This is an optimization exercise on Yosys and OpenROAD, whose aim is small area, a short achievable clock period and few clock cycles per item, not a production implementation.
Only simulation tests tie the RTL to the original design; equivalence was not proved.
Power is estimated from default activity; no workload was simulated.

--- design/flow/design.v ---
`timescale 1ns/10ps
package l2_coh_pkg;
    localparam int NUM_CORES  = 4;
    localparam int CORE_ID_W  = 2;
    localparam int NUM_WAYS   = 4;
    localparam int WAY_W      = 2;
    localparam int NUM_SETS   = 16;
    localparam int SET_W      = 4;
    localparam int LINE_OFS_W = 6;    
    localparam int ADDR_W     = 32;
    localparam int TAG_W      = ADDR_W - SET_W - LINE_OFS_W;
    localparam int SOURCE_W   = 6;    
    localparam int ENTRY_W    = 1 + TAG_W + NUM_CORES + 1 + CORE_ID_W;
    localparam logic [2:0] A_ACQUIRE_BLOCK = 3'd6;
    localparam logic [2:0] A_ACQUIRE_PERM  = 3'd7;
    localparam logic [2:0] B_PROBE_BLOCK   = 3'd6;
    localparam logic [2:0] B_PROBE_PERM    = 3'd7;
    localparam logic [2:0] C_PROBE_ACK     = 3'd4;
    localparam logic [2:0] D_GRANT         = 3'd4;
    localparam logic [2:0] D_GRANT_DATA    = 3'd5;
    localparam logic [2:0] GROW_NTOB = 3'd0;
    localparam logic [2:0] GROW_NTOT = 3'd1;
    localparam logic [2:0] GROW_BTOT = 3'd2;
    localparam logic [2:0] CAP_TO_T = 3'd0;
    localparam logic [2:0] CAP_TO_B = 3'd1;
    localparam logic [2:0] CAP_TO_N = 3'd2;
    typedef struct packed {
        logic [2:0]          opcode;
        logic [2:0]          param;
        logic [SOURCE_W-1:0] source;
        logic [ADDR_W-1:0]   address;
    } acq_req_t;
    typedef struct packed {
        logic                 valid;
        logic [TAG_W-1:0]     tag;
        logic [NUM_CORES-1:0] sharers;
        logic                 owner_valid;
        logic [CORE_ID_W-1:0] owner_id;
    } dir_entry_t;
    typedef struct packed {
        logic [2:0]           opcode;
        logic [2:0]           param;
        logic [ADDR_W-1:0]    address;
        logic [CORE_ID_W-1:0] dest;    
    } probe_t;
    typedef struct packed {
        logic [2:0]          opcode;
        logic [2:0]          param;
        logic [SOURCE_W-1:0] source;
    } grant_t;
endpackage
`timescale 1ns/10ps
module l2_dir_store (
    input  logic         clk_i,
    input  logic         rst_ni,
    input  logic [3:0]   rd_set_i,
    output logic [87:0]  rd_tag_o,     
    output logic [15:0]  rd_sh_o,      
    output logic [3:0]   rd_own_o,
    input  logic         wr_pend_i,    
    input  logic         we_i,
    input  logic [3:0]   wr_set_i,
    input  logic [1:0]   wr_way_i,
    input  logic [21:0]  wr_tag_i,
    input  logic [3:0]   wr_sh_i,
    input  logic         wr_own_i
);
    logic [21:0] tag_q [64];
    logic [3:0]  sh_q  [64];
    logic        own_q [64];
    for (genvar e = 0; e < 64; e++) begin : g_ent
        always_ff @(posedge clk_i or negedge rst_ni) begin
            if (!rst_ni) begin
                sh_q[e] <= '0;
            end else if (we_i && wr_set_i == 4'(e / 4) && wr_way_i == 2'(e % 4)) begin
                sh_q[e] <= wr_sh_i;
            end
        end
        always_ff @(posedge clk_i) begin
            if (we_i && wr_set_i == 4'(e / 4) && wr_way_i == 2'(e % 4)) begin
                tag_q[e] <= wr_tag_i;
                own_q[e] <= wr_own_i;
            end
        end
    end
    logic byp_set;
    assign byp_set = wr_pend_i && (wr_set_i == rd_set_i);
    for (genvar w = 0; w < 4; w++) begin : g_rd
        logic byp;
        assign byp = byp_set && (wr_way_i == 2'(w));
        assign rd_tag_o[w*22 +: 22] = byp ? wr_tag_i : tag_q[{rd_set_i, 2'(w)}];
        assign rd_sh_o[w*4 +: 4]    = byp ? wr_sh_i  : sh_q[{rd_set_i, 2'(w)}];
        assign rd_own_o[w]          = byp ? wr_own_i : own_q[{rd_set_i, 2'(w)}];
    end
endmodule
`timescale 1ns/10ps
module l2_dir_lookup (
    input  logic [87:0] tag_i,
    input  logic [15:0] sh_i,
    input  logic [3:0]  own_i,
    input  logic [1:0]  rr_i,         
    input  logic [21:0] req_tag_i,
    input  logic [1:0]  req_core_i,
    input  logic        ntob_i,       
    input  logic        perm_i,       
    output logic [1:0]  way_o,
    output logic        evict_o,
    output logic [3:0]  targets_o,
    output logic [21:0] ptag_o,       
    output logic        popc_perm_o,  
    output logic        ppar_tob_o,   
    output logic [3:0]  wsh_o,        
    output logic        wown_o
);
    logic [3:0] valid, match;
    logic       hit;
    logic [1:0] hit_way, free_way;
    logic [3:0] sh_hit, sh_sel, req_oh;
    logic       own_hit;
    for (genvar w = 0; w < 4; w++) begin : g_w
        assign valid[w] = |sh_i[w*4 +: 4];
        assign match[w] = valid[w] && (tag_i[w*22 +: 22] == req_tag_i);
    end
    assign hit      = |match;
    assign hit_way  = match[0] ? 2'd0 : match[1] ? 2'd1 : match[2] ? 2'd2 : 2'd3;
    assign free_way = !valid[0] ? 2'd0 : !valid[1] ? 2'd1 : !valid[2] ? 2'd2 : 2'd3;
    assign evict_o  = !hit && (&valid);
    assign way_o    = hit ? hit_way : (&valid) ? rr_i : free_way;
    always_comb begin
        sh_hit  = '0;
        own_hit = 1'b0;
        for (int w = 0; w < 4; w++) begin
            if (match[w]) begin
                sh_hit  = sh_hit | sh_i[w*4 +: 4];
                own_hit = own_hit | own_i[w];
            end
        end
    end
    assign req_oh = 4'b0001 << req_core_i;
    assign sh_sel = evict_o ? sh_i[rr_i*4 +: 4] : 4'b0000;
    assign targets_o   = hit ? (((ntob_i && !own_hit) ? 4'b0000 : sh_hit) & ~req_oh) : sh_sel;
    assign ptag_o      = hit ? req_tag_i : tag_i[rr_i*22 +: 22];
    assign popc_perm_o = hit && perm_i;
    assign ppar_tob_o  = hit && ntob_i;
    assign wsh_o       = ntob_i ? ((hit ? sh_hit : 4'b0000) | req_oh) : req_oh;
    assign wown_o      = !ntob_i;
endmodule
`timescale 1ns/10ps
`timescale 1ns/10ps
`timescale 1ns/10ps
module l2_coh_top #(
    parameter bit COMB_D = 1'b1    
) (
    input  logic                             clk_i,
    input  logic                             rst_ni,
    input  logic [43:0]                      a_req_i,
    input  logic                             a_valid_i,
    output logic                             a_ready_o,
    output logic [39:0]                      b_probe_o,
    output logic                             b_valid_o,
    input  logic                             b_ready_i,
    input  logic [2:0]                       c_opcode_i,
    input  logic [5:0]                       c_source_i,
    input  logic                             c_valid_i,
    output logic                             c_ready_o,
    output logic [11:0]                      d_grant_o,
    output logic                             d_valid_o,
    input  logic                             d_ready_i,
    input  logic                             e_valid_i
);
    localparam logic [1:0] IDLE   = 2'd0;
    localparam logic [1:0] PROBE  = 2'd1;
    localparam logic [1:0] GRANT  = 2'd2;
    localparam logic [1:0] WAIT_E = 2'd3;
    logic [1:0]  st_q;
    logic        row_ok_q;
    logic        rq_blk_q, rq_perm_q, rq_ntob_q;
    logic [5:0]  rq_src_q;
    logic [21:0] rq_tag_q;
    logic [3:0]  rq_set_q;
    logic [87:0] row_tag_q, rd_tag;
    logic [15:0] row_sh_q, rd_sh;
    logic [3:0]  row_own_q, rd_own;
    logic        lk_q;
    logic [3:0]  cur_set_q;
    logic [1:0]  cur_way_q;
    logic        cur_evict_q;
    logic [3:0]  send_q, pend_q;
    logic [21:0] cur_ptag_q;
    logic        cur_popc_q, cur_ppar_q;
    logic [21:0] cur_wtag_q;
    logic [3:0]  cur_wsh_q;
    logic        cur_wown_q;
    logic        cur_blk_q, cur_ntob_q;
    logic [5:0]  cur_src_q;
    logic [3:0]  lk_tgt_q;      
    logic        g_blk_q, g_ntob_q;
    logic [5:0]  g_src_q;
    logic [1:0]  rr_q, rr_eff;
    logic        wr_go_q;
    logic [3:0]  w_set_q;
    logic [1:0]  w_way_q;
    logic [21:0] w_tag_q;
    logic [3:0]  w_sh_q;
    logic        w_own_q;
    logic        w_evict_q;
    logic [1:0]  lk_way;
    logic        lk_evict;
    logic [3:0]  lk_targets;
    logic [21:0] lk_ptag;
    logic        lk_popc, lk_ppar;
    logic [3:0]  lk_wsh;
    logic        lk_wown;
    logic        wr_pend;
    logic        a_fire, b_fire, d_fire;
    logic        load;
    logic [1:0]  dest;
    logic [3:0]  b_oh, ack_oh, send_n, pend_n, send_d, pend_d, lk_tgt_d, b_src;
    logic        probes_done;
    logic [3:0]  acc_tgt;
    logic [1:0]  st_n;
    logic        row_ok_d, lk_d;
    logic        ar_idle_q, ar_wait_q;    
    logic        bl_idle_q, bl_wait_q;    
    logic        bp_q;                    
    logic        gr_q;                    
    logic        lv_any_q;                
    logic [1:0]  lv_id_q;                 
    assign wr_pend = (st_q == PROBE) || (st_q == GRANT) || wr_go_q;
    l2_dir_store i_l2_dir_store (
        .clk_i, .rst_ni,
        .rd_set_i (a_req_i[9:6]),
        .rd_tag_o (rd_tag), .rd_sh_o (rd_sh), .rd_own_o (rd_own),
        .wr_pend_i(wr_pend),
        .we_i     (wr_go_q),
        .wr_set_i (w_set_q), .wr_way_i (w_way_q),
        .wr_tag_i (w_tag_q), .wr_sh_i (w_sh_q), .wr_own_i (w_own_q)
    );
    always_ff @(posedge clk_i) begin
        rq_blk_q  <= a_req_i[43:41] == l2_coh_pkg::A_ACQUIRE_BLOCK;
        rq_perm_q <= a_req_i[43:41] == l2_coh_pkg::A_ACQUIRE_PERM;
        rq_ntob_q <= a_req_i[43:41] == l2_coh_pkg::A_ACQUIRE_BLOCK &&
                     a_req_i[40:38] == l2_coh_pkg::GROW_NTOB;
        rq_src_q  <= a_req_i[37:32];
        rq_tag_q  <= a_req_i[31:10];
        rq_set_q  <= a_req_i[9:6];
        row_tag_q <= rd_tag;
        row_sh_q  <= rd_sh;
        row_own_q <= rd_own;
    end
    assign rr_eff = (wr_pend && w_evict_q) ? rr_q + 2'd1 : rr_q;
    l2_dir_lookup i_l2_dir_lookup (
        .tag_i (row_tag_q), .sh_i (row_sh_q), .own_i (row_own_q), .rr_i (rr_eff),
        .req_tag_i (rq_tag_q), .req_core_i (rq_src_q[5:4]),
        .ntob_i (rq_ntob_q), .perm_i (rq_perm_q),
        .way_o (lk_way), .evict_o (lk_evict), .targets_o (lk_targets),
        .ptag_o (lk_ptag), .popc_perm_o (lk_popc), .ppar_tob_o (lk_ppar),
        .wsh_o (lk_wsh), .wown_o (lk_wown)
    );
    assign a_ready_o = ar_idle_q || (ar_wait_q && e_valid_i);
    assign a_fire    = a_valid_i && a_ready_o;
    assign load = row_ok_q && !lk_q && ((st_q != PROBE) || (send_q == 4'b0000));
    assign b_src     = (st_q == PROBE) ? send_q : lk_tgt_q;
    assign dest      = b_src[0] ? 2'd0 : b_src[1] ? 2'd1 : b_src[2] ? 2'd2 : 2'd3;
    assign b_valid_o = bp_q || (a_valid_i && (bl_idle_q || (bl_wait_q && e_valid_i)));
    assign b_probe_o = {cur_popc_q ? l2_coh_pkg::B_PROBE_PERM : l2_coh_pkg::B_PROBE_BLOCK,
                        cur_ppar_q ? l2_coh_pkg::CAP_TO_B : l2_coh_pkg::CAP_TO_N,
                        cur_ptag_q, cur_set_q, 6'd0, dest};
    assign b_fire    = b_valid_o && b_ready_i;
    assign b_oh      = b_fire ? (4'b0001 << dest) : 4'b0000;
    assign c_ready_o = 1'b1;
    assign ack_oh    = (c_valid_i && c_opcode_i == l2_coh_pkg::C_PROBE_ACK) ?
                       (4'b0001 << c_source_i[5:4]) : 4'b0000;
    assign send_n    = send_q & ~b_oh;
    assign pend_n    = pend_q & ~ack_oh;
    assign send_d    = a_fire ? (acc_tgt & ~b_oh) : send_n;
    assign pend_d    = a_fire ? acc_tgt : pend_n;
    assign lk_tgt_d  = load ? lk_targets : lk_tgt_q;
    assign probes_done = (send_n == 4'b0000) && (pend_n == 4'b0000);
    assign d_valid_o = gr_q ||
                       (COMB_D && lv_any_q && c_valid_i && c_opcode_i[2] && !(c_opcode_i[1] || c_opcode_i[0]) &&
                        !(c_source_i[5] ^ lv_id_q[1]) && !(c_source_i[4] ^ lv_id_q[0]));
    assign d_grant_o = {g_blk_q ? l2_coh_pkg::D_GRANT_DATA : l2_coh_pkg::D_GRANT,
                        g_ntob_q ? l2_coh_pkg::CAP_TO_B : l2_coh_pkg::CAP_TO_T,
                        g_src_q};
    assign d_fire    = d_valid_o && d_ready_i;
    assign acc_tgt = lk_q ? lk_tgt_q : lk_targets;
    always_ff @(posedge clk_i or negedge rst_ni) begin
        if (!rst_ni) begin
            st_q     <= IDLE;
            row_ok_q <= 1'b0;
            lk_q     <= 1'b0;
            send_q   <= '0;
            pend_q   <= '0;
            lk_tgt_q <= '0;
            rr_q     <= '0;
            wr_go_q  <= 1'b0;
            ar_idle_q <= 1'b0;
            ar_wait_q <= 1'b0;
            bl_idle_q <= 1'b0;
            bl_wait_q <= 1'b0;
            bp_q     <= 1'b0;
            gr_q     <= 1'b0;
            lv_any_q <= 1'b0;
            lv_id_q  <= '0;
        end else begin
            row_ok_q <= row_ok_d;
            lk_q     <= lk_d;
            ar_idle_q <= row_ok_d && st_n == IDLE;
            ar_wait_q <= row_ok_d && st_n == WAIT_E;
            bl_idle_q <= row_ok_d && st_n == IDLE && lk_d && lk_tgt_d != 4'b0000;
            bl_wait_q <= row_ok_d && st_n == WAIT_E && lk_d && lk_tgt_d != 4'b0000;
            bp_q     <= st_n == PROBE && send_d != 4'b0000;
            gr_q     <= st_n == GRANT;
            lv_any_q <= st_n == PROBE && send_d == 4'b0000 &&
                        (pend_d == 4'b0001 || pend_d == 4'b0010 || pend_d == 4'b0100 || pend_d == 4'b1000);
            lv_id_q  <= {pend_d[3] | pend_d[2], pend_d[3] | pend_d[1]};
            send_q <= send_d;
            pend_q <= pend_d;
            lk_tgt_q <= lk_tgt_d;
            wr_go_q <= d_fire;
            if (wr_go_q && w_evict_q) begin
                rr_q <= rr_q + 2'd1;
            end
            st_q   <= st_n;
        end
    end
    always_comb begin
        st_n = st_q;
        case (st_q)
            IDLE: begin
                if (a_fire) st_n = (acc_tgt != 4'b0000) ? PROBE : GRANT;
            end
            PROBE: begin
                if (d_fire)           st_n = e_valid_i ? IDLE : WAIT_E;
                else if (probes_done) st_n = GRANT;
            end
            GRANT: begin
                if (d_fire) st_n = e_valid_i ? IDLE : WAIT_E;
            end
            default: begin
                if (a_fire)         st_n = (acc_tgt != 4'b0000) ? PROBE : GRANT;
                else if (e_valid_i) st_n = IDLE;
            end
        endcase
    end
    assign row_ok_d = a_valid_i && !a_fire;
    assign lk_d     = !a_fire && (lk_q || load);
    always_ff @(posedge clk_i) begin
        if (a_fire) begin
            if (lk_q) begin
                w_set_q   <= cur_set_q;
                w_way_q   <= cur_way_q;
                w_tag_q   <= cur_wtag_q;
                w_sh_q    <= cur_wsh_q;
                w_own_q   <= cur_wown_q;
                w_evict_q <= cur_evict_q;
                g_blk_q   <= cur_blk_q;
                g_ntob_q  <= cur_ntob_q;
                g_src_q   <= cur_src_q;
            end else begin
                w_set_q   <= rq_set_q;
                w_way_q   <= lk_way;
                w_tag_q   <= rq_tag_q;
                w_sh_q    <= lk_wsh;
                w_own_q   <= lk_wown;
                w_evict_q <= lk_evict;
                g_blk_q   <= rq_blk_q;
                g_ntob_q  <= rq_ntob_q;
                g_src_q   <= rq_src_q;
            end
        end
    end
    always_ff @(posedge clk_i) begin
        if (load) begin
            cur_set_q   <= rq_set_q;
            cur_way_q   <= lk_way;
            cur_evict_q <= lk_evict;
            cur_ptag_q  <= lk_ptag;
            cur_popc_q  <= lk_popc;
            cur_ppar_q  <= lk_ppar;
            cur_wtag_q  <= rq_tag_q;
            cur_wsh_q   <= lk_wsh;
            cur_wown_q  <= lk_wown;
            cur_blk_q   <= rq_blk_q;
            cur_ntob_q  <= rq_ntob_q;
            cur_src_q   <= rq_src_q;
        end
    end
endmodule
--- design/flow/run.sh ---
#!/bin/bash
# synth_recipe.tcl (not shown) runs the flow's synth.tcl, then flattens the netlist and writes it again
# the make line also repeats each setting of config.mk as NAME=value (left out here)
make -C /OpenROAD-flow-scripts/flow DESIGN_CONFIG=/design/flow/config.mk WORK_HOME=/design/flow/orfs CLKGATE_MAP_FILE= SYNTH_SCRIPT=/design/flow/synth_recipe.tcl finish
--- design/flow/config.mk ---
export PLATFORM = sky130hd
export DESIGN_NAME = l2_coh_top
export DESIGN_NICKNAME = l2_coh_top
export VERILOG_FILES = /design/flow/design.v
export SDC_FILE = /design/flow/constraint.sdc
export NUM_CORES = 4
export LEC_CHECK = 0
export CAP_MARGIN = 20
export CORE_MARGIN = 2
export CORE_UTILIZATION = 65
export CTS_CLUSTER_DIAMETER = 60
export CTS_CLUSTER_SIZE = 30
export PLACE_DENSITY = 0.75
export SETUP_SLACK_MARGIN = 3.45
export SLEW_MARGIN = 20
--- design/flow/constraint.sdc ---
create_clock -name core_clock -period 7.0 [get_ports {clk_i}]
set_input_delay 1.4000 -clock core_clock [delete_from_list [all_inputs] [get_ports {clk_i}]]
set_output_delay 1.4000 -clock core_clock [all_outputs]
set_load 0.01 [all_outputs]
==> run summary, run 1 <==
Status: no timing/DRC/antenna violations
DR WL met3: 33,300 µm
CTS H-tree lvls: 4
Relative slew slack: 20.19%
Hold_buf cts: 0
Area of the die: 119,100 µm²
CTS Root Cell: clkbuf_16
DR WL/cell: 36.87 µm
Vias in the first global route: 44.91k
Hpwl dp: 119,800 µm
Peak VDD IR: 270.5 µV
Clock-pin slew on the worst setup and hold paths: 0.10 ns
#FFs+latches synth: 2,007
Buffers on Ports: 91
Initial core utilization: 65.33%
Final net count: 4,740
Post-Route WL: 232,900 µm
Async S/R FF share, synth: 14.15%
Initial antenna violation count: 3
Critical path class: primary input to primary output
Core box area: 115,700 µm²
Via count: 46.59k
Fin crit period: 3.576 ns
Hold Vio Cnt, Final: 0
Worst EP arrival: 2.18 ns
Most frequent cell on the critical path: a21o_1
Final Cell Area: 84,780 µm²
Final Slew Violations: 0
Util after Layout: 73.26%
CP max FO: 7
Fraction of layout cells with a size suffix above 1: 18.47%
Required time worst endpoint: 5.60 ns
Synth-to-Final Area Change: 12.13%
M1 WL: 80,390 µm
Initial DRC count: 7,429
Die height: 345.1 µm
CTS Buffer Depth: 3
Nature of the critical path endpoint: primary output
# clock sinks: 2,007
Metal2 WL: 106,000 µm
Final TNS setup: 0 ns
Crit path max-delay family: buffers and inverters
Crit path cell chain: buf_2 > a21o_1 > a21o_1 > dlygate4sd2_1
Post-synth EDFFs: 1,580
Post-synthesis cell count: 4,540
Total grt overflow: 0
CTS Buf Count: 135
Synthesized area per cell: 16.65 µm²
# DRC: 0
Crit start category: primary input
GR Util All Layers: 39.01%
Die X: 345.1 µm
Max-cap violations: 0
Area post-placement: 79,100 µm²
Antenna violation net count after detailed routing: 0
Total power draw: 26.53 mW
Pwr dens: 312.9 nW/µm²
Worst stage delay on the critical path: 0.28 ns
IO Pins: 116
Synth Cell Area: 75,610 µm²
Final period util: 51.09%
CP max-delay cell: dlygate4sd2_1
Cell variety after synth: 77
Register area share after synthesis: 75.93%
Largest net degree at the start of global routing: 140
RSZ-0062 raised after global routing: true
Final setup vio count: 0
Final worst slack: 3.424 ns
Place WS: 2.137 ns
Least-Margin Pin Slew: 1.196 ns
GPL Wtd Cong: 0.9739
Clock latency (worst-skew pair): 0.78 ns
Top layer in use: met5
Drt first pass iters: 6
CTS tree: done
Main synth FF type: edfxtp_1
Via density: 7.374
CP Buf/Inv Count: 2
Hold Path Class: register to register
Num rows: 125
Fmax: 279.6 MHz
Warnings from Yosys: 6
Leakage power: 29.19 nW
Skew final: 0.03550 ns
First-pass GRT wire length: 327,800 µm
## routing by layer
metal	track usage [%]	vias up
met5	0	-
met4	19.15	2
met3	10.10	753
met2	59.78	3805
met1	52.75	23460
li1	-	18580
## cell families after synthesis
family	Yosys count	share of synthesized area, %
mux	325	5.224
fa+ha+maj	5	0.07943
compound gates	1083	11.17
flops	2007	75.93
buf+inv	359	1.910
simple gates	660	4.489
xor+xnor	99	1.181
other cells	2	0.009932
## worst register-to-register path, cell delays in order (launching register included)
cell and delay [ns]:
dfxtp_1 0.43, or4_1 0.70, nand4_1 0.23, nor4_4 0.10
and2_1 0.21, or4_1 0.61, o21ai_1 0.20, nand2b_1 0.14
a31oi_1 0.14, o41ai_2 0.35, buf_4 0.18, nor4_2 0.04
## metrics by stage
stage / hold WS (ns) / instances
detailed placement: 0.4117 / 6015
global placement: 0.4061 / 6012
finish: 0.4373 / 6318
CTS: 0.4350 / 6305
global route: 0.4579 / 6315
floorplan: 0.4029 / 4552
## cell type report
class / count / area, µm²
flip-flops and latches: 2007 / 57430
multi-input cells: 2187 / 17360
clock buffers: 160 / 3694
diodes: 3 / 7.507
clock inverters: 92 / 1209
repair buffers: 292 / 2973
fillers: 6834 / 30950
inverters: 53 / 203.9
well taps: 1524 / 1907
## cells in the mapped netlist, drive strengths merged, types with 5 or more instances
master,instances,share of area [%]
a22o,155,1.8
nand2b,11,0.091
dfrtp,284,9.4
o22a,79,0.92
nand4,174,1.4
clkbuf,237,1.2
o21ai,12,0.094
inv,51,0.25
or2,5,0.041
nand2,147,0.73
nand3,117,0.78
o22ai,29,0.24
a21o,5,0.050
a221oi,155,1.8
and3,11,0.091
dfxtp,143,3.8
xnor2,91,1.1
buf,69,0.47
a22oi,528,5.2
nor4,21,0.21
xor2,8,0.13
mux2i,5,0.066
edfxtp,1580,63
o31ai,6,0.060
mux2,294,4.4
mux4,26,0.78
o2111ai,5,0.066
a41oi,6,0.069
or4,7,0.074
and2,9,0.078
a31oi,12,0.12
nor3,16,0.11
a21oi,68,0.45
nor2b,11,0.091
nor2,115,0.57
## path summary, 6_finish.rpt
check | slack (ns) | startpoint | cells past startpoint | to
min in group asynchronous | 0.58 | rst_ni | 1 | lv_id_q[0]$_DFF_PN0_
hold / removal | 0.44 | rq_set_q[2]$_DFF_P_ | 0 | cur_set_q[2]$_DFFE_PP_
setup / recovery | 3.42 | e_valid_i | 4 | b_valid_o
setup reg to reg | 3.54 | row_sh_q[9]$_DFF_P_ | 11 | bl_idle_q$_DFF_PN0_
hold reg to reg | 0.44 | rq_set_q[2]$_DFF_P_ | 0 | cur_set_q[2]$_DFFE_PP_
max in group asynchronous | 5.24 | rst_ni | 2 | i_l2_dir_store.sh_q[60][2]$_DFFE_PN0P_
## where the power goes
group	internal (mW)	total (mW)	switching [mW]	leakage, nW
Sequential	13.8	14.3	0.564	19.3
Combinational	1.35	3.43	2.09	7.52
Clock	4.46	8.77	4.31	2.37
Total	19.6	26.5	6.96	29.2
## sequential cells by signal, summed over array words and instances, names as in the netlist, 16 cells and up
signal	count
rq_tag_q	22
i_l2_dir_store.tag_q	1408
i_l2_dir_store.own_q	64
cur_wtag_q	22
cur_ptag_q	22
i_l2_dir_store.sh_q	256
row_sh_q	16
w_tag_q	22
row_tag_q	88
## cell usage in the layout, fill, tap and decap left out, drive strengths merged, types with 8 or more instances in the layout
cell type and instances:
nand4 174, buf 199, o22a 79, a22oi 528, nor2 116, a31oi 12, edfxtp 1580, o21ai 12
clkdlybuf4s50 73, nand2 147, nor2b 11, dfrtp 284, nand2b 11, xor2 8, dfxtp 143, mux4 26
nor3 16, mux2 294, o22ai 29, clkinv 45, nand3 117, bufinv 13, conb 14, a21oi 68
and2 9, clkbuf 168, inv 79, xnor2 91, a221oi 155, a22o 155, and3 11, clkinvlp 8
nor4 21
## what timing repair did
action / CTS / global route
setup buffers: 31 / 9
pin swaps: 12 / 10
cloned: 7 / 1
resized for setup: 71 / 36
endpoints found under the setup margin: 123 / 90
Testbench counts, summed over its fixed seeds: cycles 23,845, items 8,000.
==> run 2, diff against run 1 <==
--- a/design/flow/design.v
+++ b/design/flow/design.v
@@ -216,6 +216,7 @@
     logic        load;
     logic [1:0]  dest;
     logic [3:0]  b_oh, ack_oh, send_n, pend_n, send_d, pend_d, lk_tgt_d, b_src;
+    logic [1:0]  dest_q;                  
     logic        probes_done;
     logic [3:0]  acc_tgt;
     logic [1:0]  st_n;
@@ -260,8 +261,7 @@
     assign a_ready_o = ar_idle_q || (ar_wait_q && e_valid_i);
     assign a_fire    = a_valid_i && a_ready_o;
     assign load = row_ok_q && !lk_q && ((st_q != PROBE) || (send_q == 4'b0000));
-    assign b_src     = (st_q == PROBE) ? send_q : lk_tgt_q;
-    assign dest      = b_src[0] ? 2'd0 : b_src[1] ? 2'd1 : b_src[2] ? 2'd2 : 2'd3;
+    assign dest      = dest_q;
     assign b_valid_o = bp_q || (a_valid_i && (bl_idle_q || (bl_wait_q && e_valid_i)));
     assign b_probe_o = {cur_popc_q ? l2_coh_pkg::B_PROBE_PERM : l2_coh_pkg::B_PROBE_BLOCK,
                         cur_ppar_q ? l2_coh_pkg::CAP_TO_B : l2_coh_pkg::CAP_TO_N,
@@ -344,6 +344,10 @@
             end
         endcase
     end
+    assign b_src    = (st_n == PROBE) ? send_d : lk_tgt_d;
+    always_ff @(posedge clk_i) begin
+        dest_q <= b_src[0] ? 2'd0 : b_src[1] ? 2'd1 : b_src[2] ? 2'd2 : 2'd3;
+    end
     assign row_ok_d = a_valid_i && !a_fire;
     assign lk_d     = !a_fire && (lk_q || load);
     always_ff @(posedge clk_i) begin
==> run 2 against run 1 <==
  * Cell count shrank 1.7%
  * Design area shrank 0.74%
  * Non-clock buffer count shrank 20
  * Via count shrank 1.9%
  * Largest cell class unchanged
  * Worst hold slack lost 0.0042 ns
  * Critical path depth is the same
  * Core utilization shrank 0.54 points
  * First-iteration DRC count shrank 0.17%
  * Wire length shrank 2.8%
  * Area after synthesis is essentially flat
  * Clock-buffer cell count shrank 4
  * Critical endpoint is now i_l2_dir_store.tag_q[5][3]$_DFFE_PP_
  * Power shrank 2.4%
==> run summary, run 2 <==
Status: no timing/DRC/antenna violations
Core box area: 115,700 µm² (unchanged)
Post-synthesis cell count: 4,464 (-1.7%)
Final Slew Violations: 0 (unchanged)
Least-Margin Pin Slew: 1.157 ns (-0.03928 ns)
Skew final: 0.03843 ns (+0.002925 ns)
Total grt overflow: 0 (unchanged)
Most frequent cells in the layout: 1,580 x edfxtp_1, 502 x a22oi_1, 318 x mux2_2, 283 x dfrtp_1, 172 x a22o_1
DR WL/cell: 36.47 µm (-1.1%)
Async S/R FF share, synth: 14.14% (about the same)
# clock sinks: 2,009 (+0.10%)
Hpwl dp: 119,300 µm (-0.40%)
Total power draw: 25.89 mW (-2.4%)
Area of the die: 119,000 µm² (about the same)
Register area share after synthesis: 76.03% (+0.094 points)
Final TNS setup: 0 ns (unchanged)
Main synth FF type: edfxtp_1
Initial core utilization: 65.30% (about the same)
CTS Root Cell: clkbuf_16
Die X: 345.0 µm (about the same)
Most flop-heavy register: i_l2_dir_store.tag_q
Final period util: 51.23% (+0.14 points)
Psw: 6.716 mW (-3.5%)
Nature of the critical path endpoint: register
Relative slew slack: 22.19% (+2.0 points)
RSZ-0062 raised after global routing: true
Sw frac: 25.94% (-0.28 points)
Post-Route WL: 226,500 µm (-2.8%)
R2R setup slack: 3.41 ns (-0.13 ns)
GR Util All Layers: 38.06% (-0.95 points)
Internal Power: 19.17 mW (-2.1%)
Top cell type's share of synthesized area: 62.78% (about the same)
Clk network pwr share: 32.0% (-1.0 points)
Drt first pass iters: 6 (unchanged)
Final setup vio count: 0 (unchanged)
Worst EP arrival: 3.99 ns (+1.81 ns)
Worst stage delay on the critical path: 0.90 ns (+0.62 ns)
Die height: 345.0 µm (about the same)
Synth-to-Final Area Change: 11.36%
Biggest regs: i_l2_dir_store.tag_q x1408, i_l2_dir_store.sh_q x256, row_tag_q x88
IO Pins: 116 (unchanged)
# DRC: 0 (unchanged)
Pwr dens: 307.6 nW/µm² (-1.7%)
Flop pwr share: 55.2% (+1.2 points)
FF-to-FF End: i_l2_dir_store.tag_q[5][3]$_DFFE_PP_
Peak VDD IR: 284.9 µV (+5.3%)
Fraction of layout cells with a size suffix above 1: 19.43% (+0.96 points)
GPL Wtd Cong: 0.9458 (-2.9%)
Worst Reg-to-Reg Cells: 4 (-7)
Warnings from Yosys: 6 (unchanged)
CTS Buffer Depth: 3 (unchanged)
Vias in the first global route: 43.56k (-3.0%)
CTS tree: done
Leakage power: 28.78 nW (-1.4%)
Most frequent cell on the critical path: nand2_1
CP max-delay cell: nor4_1
Post-synth EDFFs: 1,580 (unchanged)
Leading area contributor after synthesis: edfxtp_1
#FFs+latches synth: 2,009 (+0.10%)
Largest net degree at the start of global routing: 183 (+31%)
Critical path class: register to register
Hold Vio Cnt, Final: 0 (unchanged)
Via count: 45.71k (-1.9%)
Required time worst endpoint: 7.40 ns (+1.80 ns)
Fin crit period: 3.586 ns (+0.009630 ns)
Synthesized area per cell: 16.93 µm² (+1.6%)
CP max FO: 23 (+16)
CTS H-tree lvls: 4 (unchanged)
Synth top cells by count: 1,580 x edfxtp_1, 504 x a22oi_1, 318 x mux2_2
Crit start category: register
Top cells by area, synth: edfxtp_1 63%, dfrtp_1 9.4%, a22oi_1 5.0%, mux2_2 4.7%, dfxtp_1 3.8%
First-pass GRT wire length: 315,700 µm (-3.7%)
Final net count: 4,643 (-2.0%)
Logic pwr share: 12.8% (about the same)
Most common cell after layout, fill and taps aside: edfxtp_1
Cell variety after synth: 74 (-3.9%)
Crit path cell chain: nand2_1 > nor4_1 > nand2_1 > inv_2
Max FFs per register: 1,408 (unchanged)
CTS Buf Count: 133 (-1.5%)
Clock latency (worst-skew pair): 0.79 ns (about the same)
CP Buf/Inv Count: 1 (-1)
Count leader, synth: edfxtp_1
Buffers on Ports: 91 (unchanged)
Hold Path Class: register to register
Via density: 7.362 (-0.17%)
Worst r2r src: wr_go_q$_DFF_PN0_
Fmax: 278.9 MHz (-0.27%)
WP depth: 4 (unchanged)
Initial DRC count: 7,416 (-0.17%)
Initial antenna violation count: 3 (unchanged)
Crit path max-delay family: simple AND/OR/NAND/NOR gates
Worst setup endpoint: i_l2_dir_store.tag_q[5][3]$_DFFE_PP_
Synth Cell Area: 75,570 µm² (about the same)
Max-cap violations: 0 (unchanged)
Clock-pin slew on the worst setup and hold paths: 0.08 ns (-0.02 ns)
Antenna violation net count after detailed routing: 0 (unchanged)
Num rows: 125 (unchanged)
Worst setup path start: wr_go_q$_DFF_PN0_
## run 2: cell count changes in the layout (fill, tap and decap cells not counted), moves of 9 or more
cell	previous run	this run
a221oi_1	155	170
a22o_1	155	172
a22oi_1	528	502
a31oi_1	11	2
buf_4	158	149
dfxtp_1	131	114
dfxtp_2	12	27
inv_1	42	27
mux2_2	294	318
nand2_1	142	52
nand4_1	174	159
xnor2_1	90	67
xor2_1	6	35
## run 2: final cells by class
| type | instances | area [µm²] |
|---|---|---|
| fillers | 6882 | 31580 |
| well taps | 1524 | 1907 |
| diodes | 1 | 2.502 |
| clock buffers | 156 | 3520 |
| flip-flops and latches | 2009 | 57510 |
| repair buffers | 272 | 2609 |
| inverters | 41 | 157.7 |
| clock inverters | 84 | 996.0 |
| multi-input cells | 2122 | 17460 |
## run 2: worst min path at each step
stage | startpoint | to | slack [ns] | depth (start not counted)
after floorplan | rq_tag_q[0]$_DFF_P_ | cur_wtag_q[0]$_DFFE_PP_ | 0.40 | 0
after global routing | rq_set_q[1]$_DFF_P_ | cur_set_q[1]$_DFFE_PP_ | 0.45 | 0
after detailed placement | rq_set_q[0]$_DFF_P_ | cur_set_q[0]$_DFFE_PP_ | 0.42 | 0
after CTS | rq_set_q[0]$_DFF_P_ | cur_set_q[0]$_DFFE_PP_ | 0.43 | 0
final | rq_set_q[3]$_DFF_P_ | cur_set_q[3]$_DFFE_PP_ | 0.43 | 0
after global placement | rq_set_q[3]$_DFF_P_ | cur_set_q[3]$_DFFE_PP_ | 0.41 | 0
## run 2: cells by family after synthesis
| logic type | Yosys count | share of synthesized area (%) |
|---|---|---|
| AOI/OAI and AO/OA | 1079 | 11.21 |
| xor gates and xnor gates | 105 | 1.217 |
| adders and majority gates | 4 | 0.06623 |
| buffers and inverters | 346 | 1.907 |
| DFF | 2009 | 76.03 |
| muxes | 346 | 5.474 |
| other | 2 | 0.009938 |
| and+or+nand+nor | 573 | 4.088 |
## run 2: power groups by stage
stage / sequential [mW] / clock, mW / combinational (mW)
floorplan: 14.5 / 0 / 1.79
global placement: 14.5 / 0 / 3.04
detailed placement: 14.5 / 0 / 3.10
CTS: 14.3 / 8.30 / 3.17
global route: 14.3 / 8.71 / 3.47
finish: 14.3 / 8.29 / 3.30
## run 2: what timing repair did
| action | CTS | global route |
|---|---|---|
| setup buffers | 29 | 5 |
| hold buffers | 0 | 0 |
| cloned | 0 | 2 |
| endpoints found under the setup margin | 142 | 90 |
| pin swaps | 14 | 9 |
| resized for setup | 73 | 63 |
## run 2: per-stage QoR
step | hold WS (ns) | cells | cell area [µm²] | util, % | setup slack, ns
detailed placement | 0.4151 | 5932 | 78970 | 68.23 | 2.273
finish | 0.4331 | 6209 | 84150 | 72.71 | 3.414
CTS | 0.4339 | 6201 | 83920 | 72.51 | 3.259
floorplan | 0.4029 | 4476 | 75640 | - | 3.460
global route | 0.4455 | 6208 | 84150 | 72.71 | 3.446
global placement | 0.4071 | 5932 | 78970 | 68.23 | 2.299
## run 2: metal layers
metal  track usage (%)  share of wire (%)
met1             52.94                 35
met2             58.10                 45
met3             8.663                 14
met4             17.72                5.5
met5                 0                  0
Testbench counts of run 2, summed over its fixed seeds: cycles 23,845, items 8,000.
==> run 3, diff against run 2 <==
--- a/design/flow/config.mk
+++ b/design/flow/config.mk
@@ -7,9 +7,9 @@
 export LEC_CHECK = 0
 export CAP_MARGIN = 20
 export CORE_MARGIN = 2
-export CORE_UTILIZATION = 65
+export CORE_UTILIZATION = 55
 export CTS_CLUSTER_DIAMETER = 60
 export CTS_CLUSTER_SIZE = 30
-export PLACE_DENSITY = 0.75
-export SETUP_SLACK_MARGIN = 3.45
+export PLACE_DENSITY = 0.7
+export SETUP_SLACK_MARGIN = 3.4
 export SLEW_MARGIN = 20
==> run 3 against run 2 <==
  * Largest power group unchanged
  * Clock skew rose by 0.0040 ns
  * Worst hold slack improved by 0.0032 ns
  * Still clean
  * Design area barely moved
  * Largest cell class unchanged
==> run summary, run 3 <==
Status: no timing/DRC/antenna violations
Required time worst endpoint: 7.70 ns (+0.30 ns)
Leakage power: 28.64 nW (-0.49%)
Antenna violation net count after detailed routing: 0 (unchanged)
Fillcell total: 9,813 (+43%)
Register area share after synthesis: 76.03% (unchanged)
Num rows: 136 (+8.8%)
Area of the die: 140,400 µm² (+18%)
Die X: 374.7 µm (+8.6%)
IO Pins: 116 (unchanged)
Skew final: 0.04244 ns (+0.004007 ns)
Initial core utilization: 55.17% (-10 points)
CTS Buf Count: 120 (-9.8%)
Buffers on Ports: 91 (unchanged)
Total grt overflow: 0 (unchanged)
Util after Layout: 61.41% (-11 points)
Critical path class: register to register
Least-Margin Pin Slew: 1.115 ns (-0.04158 ns)
Main synth FF type: edfxtp_1
Pwr dens: 305.9 nW/µm² (-0.55%)
Worst hold slack: 0.4363 ns (+0.003179 ns)
Biggest regs: i_l2_dir_store.tag_q x1408, i_l2_dir_store.sh_q x256, row_tag_q x88
CTS H-tree lvls: 3 (-1)
Fraction of layout cells with a size suffix above 1: 18.42% (-1.0 points)
Area post-placement: 79,380 µm² (+0.53%)
Synth-to-Final Area Change: 11.31% (about the same)
Peak VDD IR: 208.3 µV (-27%)
Post-synthesis cell count: 4,464 (unchanged)
Final TNS setup: 0 ns (unchanged)
# DRC: 0 (unchanged)
Max FFs per register: 1,408 (unchanged)
CP max FO: 7 (-70%)
Fmax: 273.2 MHz (-2.0%)
Initial antenna violation count: 3 (unchanged)
Final period util: 52.29% (+1.1 points)
RSZ-0062 raised after global routing: false
Nature of the critical path endpoint: register
Post-synth EDFFs: 1,580 (unchanged)
Final setup vio count: 0 (unchanged)
Hold Vio Cnt, Final: 0 (unchanged)
Top cell type's share of synthesized area: 62.78% (unchanged)
Worst EP arrival: 4.36 ns (+0.37 ns)
Async S/R FF share, synth: 14.14% (unchanged)
Warnings from Yosys: 6 (unchanged)
Synthesized area per cell: 16.93 µm² (unchanged)
Final net count: 4,619 (-0.52%)
Most flop-heavy register: i_l2_dir_store.tag_q
Via density: 6.906 (-6.2%)
Synth Cell Area: 75,570 µm² (unchanged)
Most common cell after layout, fill and taps aside: edfxtp_1
Place WS: 2.246 ns (-0.02722 ns)
Placed instance count: 6,206 (+4.6%)
Cell variety after synth: 74 (unchanged)
Final cell count without fillers: 6,459 (+4.0%)
GR Util All Layers: 31.65% (-6.4 points)
Fin crit period: 3.660 ns (+0.07405 ns)
Vias in the first global route: 43.08k (-1.1%)
Die height: 374.7 µm (+8.6%)
GPL Wtd Cong: 0.9076 (-4.0%)
Leading area contributor after synthesis: edfxtp_1
Largest net degree at the start of global routing: 141 (-23%)
Hpwl dp: 120,400 µm (+0.86%)
Final Slew Violations: 0 (unchanged)
DR WL/cell: 34.83 µm (-4.5%)
#FFs+latches synth: 2,009 (unchanged)
CP max-delay cell: dfxtp_1
Final Cell Area: 84,120 µm² (about the same)
Crit start category: register
Synth top cells by count: 1,580 x edfxtp_1, 504 x a22oi_1, 318 x mux2_2
Drt first pass iters: 5 (-1)
# clock sinks: 2,009 (unchanged)
Final worst slack: 3.340 ns (-0.07405 ns)
Via count: 44.61k (-2.4%)
Crit path cell chain: xor2_1 > or4_1 > nor4_1 > a22oi_1 > nand3_2 > inv_4 > a221oi_4 > a22oi_2 > or2_1 > or3_1 > a211oi_2
Count leader, synth: edfxtp_1
Top cells by area, synth: edfxtp_1 63%, dfrtp_1 9.4%, a22oi_1 5.0%, mux2_2 4.7%, dfxtp_1 3.8%
Initial DRC count: 6,491 (-12%)
Core box area: 137,000 µm² (+18%)
Max-cap violations: 0 (unchanged)
Most frequent cells in the layout: 1,580 x edfxtp_1, 504 x a22oi_1, 318 x mux2_2, 283 x dfrtp_1, 172 x a22o_1
CTS Buffer Depth: 3 (unchanged)
CTS Root Cell: clkbuf_16
Clock latency (worst-skew pair): 0.80 ns (about the same)
Clock-pin slew on the worst setup and hold paths: 0.09 ns (about the same)
Total power draw: 25.73 mW (-0.59%)
Hold Path Class: register to register
Relative slew slack: 25.05% (+2.9 points)
Worst stage delay on the critical path: 0.62 ns (-0.28 ns)
Post-Route WL: 224,900 µm (-0.68%)
First-pass GRT wire length: 316,400 µm (+0.21%)
CTS tree: done
-- run 3: kinds of logic (layout without fill, tap and decap cells) --
| kind of cell | Yosys count | count (layout) | synth area share [%] |
|---|---|---|---|
| AOI/OAI and AO/OA | 1079 | 1079 | 11.21 |
| buffers and inverters | 346 | 531 | 1.907 |
| DFF | 2009 | 2009 | 76.03 |
| muxes | 346 | 346 | 5.474 |
| adders and majority gates | 4 | 4 | 0.06623 |
| and+or+nand+nor | 573 | 574 | 4.088 |
| xor gates and xnor gates | 105 | 106 | 1.217 |
| other | 2 | 16 | 0.009938 |
-- run 3: layer usage --
layer / part of all wire (%) / vias up / routed length [µm] / track usage [%]
met3: 13 / 448 / 28260 / 7.617
met5: 0 / - / 0 / 0
met1: 38 / 22990 / 84440 / 43.73
li1: - / 18290 / - / -
met2: 45 / 2884 / 102300 / 48.97
met4: 4.4 / 0 / 9966 / 12.41
-- run 3: what timing repair did --
item / 4_1_cts / 5_1_grt
pin swaps: 8 / 4
endpoints found under the hold margin: 0 / 0
hold buffers: 0 / 0
buffers inserted: 14 / 3
gates cloned: 1 / 2
resized for setup: 35 / 45
setup endpoints to repair: 73 / 88
-- run 3: final timing paths --
kind                                            start                                      to  slack [ns]  cells past startpoint
worst min register to register    rq_set_q[0]$_DFF_P_                  cur_set_q[0]$_DFFE_PP_        0.44                      0
worst min-delay path              rq_set_q[0]$_DFF_P_                  cur_set_q[0]$_DFFE_PP_        0.44                      0
max in group asynchronous                      rst_ni  i_l2_dir_store.sh_q[10][1]$_DFFE_PN0P_        4.90                      2
worst max register to register  row_tag_q[52]$_DFF_P_                      lv_any_q$_DFF_PN0_        3.34                     11
worst max-delay path            row_tag_q[52]$_DFF_P_                      lv_any_q$_DFF_PN0_        3.34                     11
min in group asynchronous                      rst_ni                     send_q[3]$_DFF_PN0_        0.55                      1
-- run 3: critical path: cells and delay by family, from the launching register on --
kind            cells  cell delay (ns)
buf+inv             1             0.08
simple gates        5             1.81
flops               1             0.62
xor+xnor            1             0.18
compound gates      4             0.86
-- run 3: layout make-up --
class	instances	area, µm²	share of cell area (%)
inverter	41	157.7	0.1874
clock buffer	131	3095	3.680
antenna	2	5.005	0.005950
multi-input combinational	2123	17300	20.57
clock inverter	99	1309	1.556
timing repair buffer	260	2525	3.002
sequential	2009	57480	68.33
tap	1794	2245	2.668
-- run 3: power by group --
part | leakage [nW] | internal [mW] | total (mW) | switching (mW)
Clock | 2.11 | 3.85 | 8.17 | 4.33
Sequential | 19.3 | 13.8 | 14.4 | 0.598
Combinational | 7.21 | 1.24 | 3.19 | 1.96

-- static timing again, ports no longer ideal --
The flow's constraints put no driver on any port. The routed layouts listed below were extracted and timed again, unchanged, in two steps. Step 1 (the two cells are an assumption about what drives the block):
set clk [get_ports {clk_i}]
set_driving_cell -lib_cell sky130_fd_sc_hd__clkbuf_16 $clk
set_driving_cell -lib_cell sky130_fd_sc_hd__buf_2 [delete_from_list [all_inputs] $clk]
Step 2 adds t to the input delays and takes it off the output delays; t is the mean of the earliest and latest rising clock arrival at the registers after step 1. Input paths then give back, and output paths get back, about the clock's delay inside the block. Three values: ideal, step 1, step 2; two values: the first two.
run	shift t [ns]	setup WS [ns]	slew at the worst register clock pin (ns)
run 1	0.843	3.424 / 3.393 / 2.688	0.10 / 0.10
run 2	0.844	3.414 / 3.414 / 2.668	0.10 / 0.10
run 3	0.863	3.340 / 3.340 / 2.722	0.10 / 0.10
After both steps setup and hold are still met in every run listed. The setup slack of run 2, which loses most, moves by 0.000 ns with the drivers and by -0.746 ns with both steps.
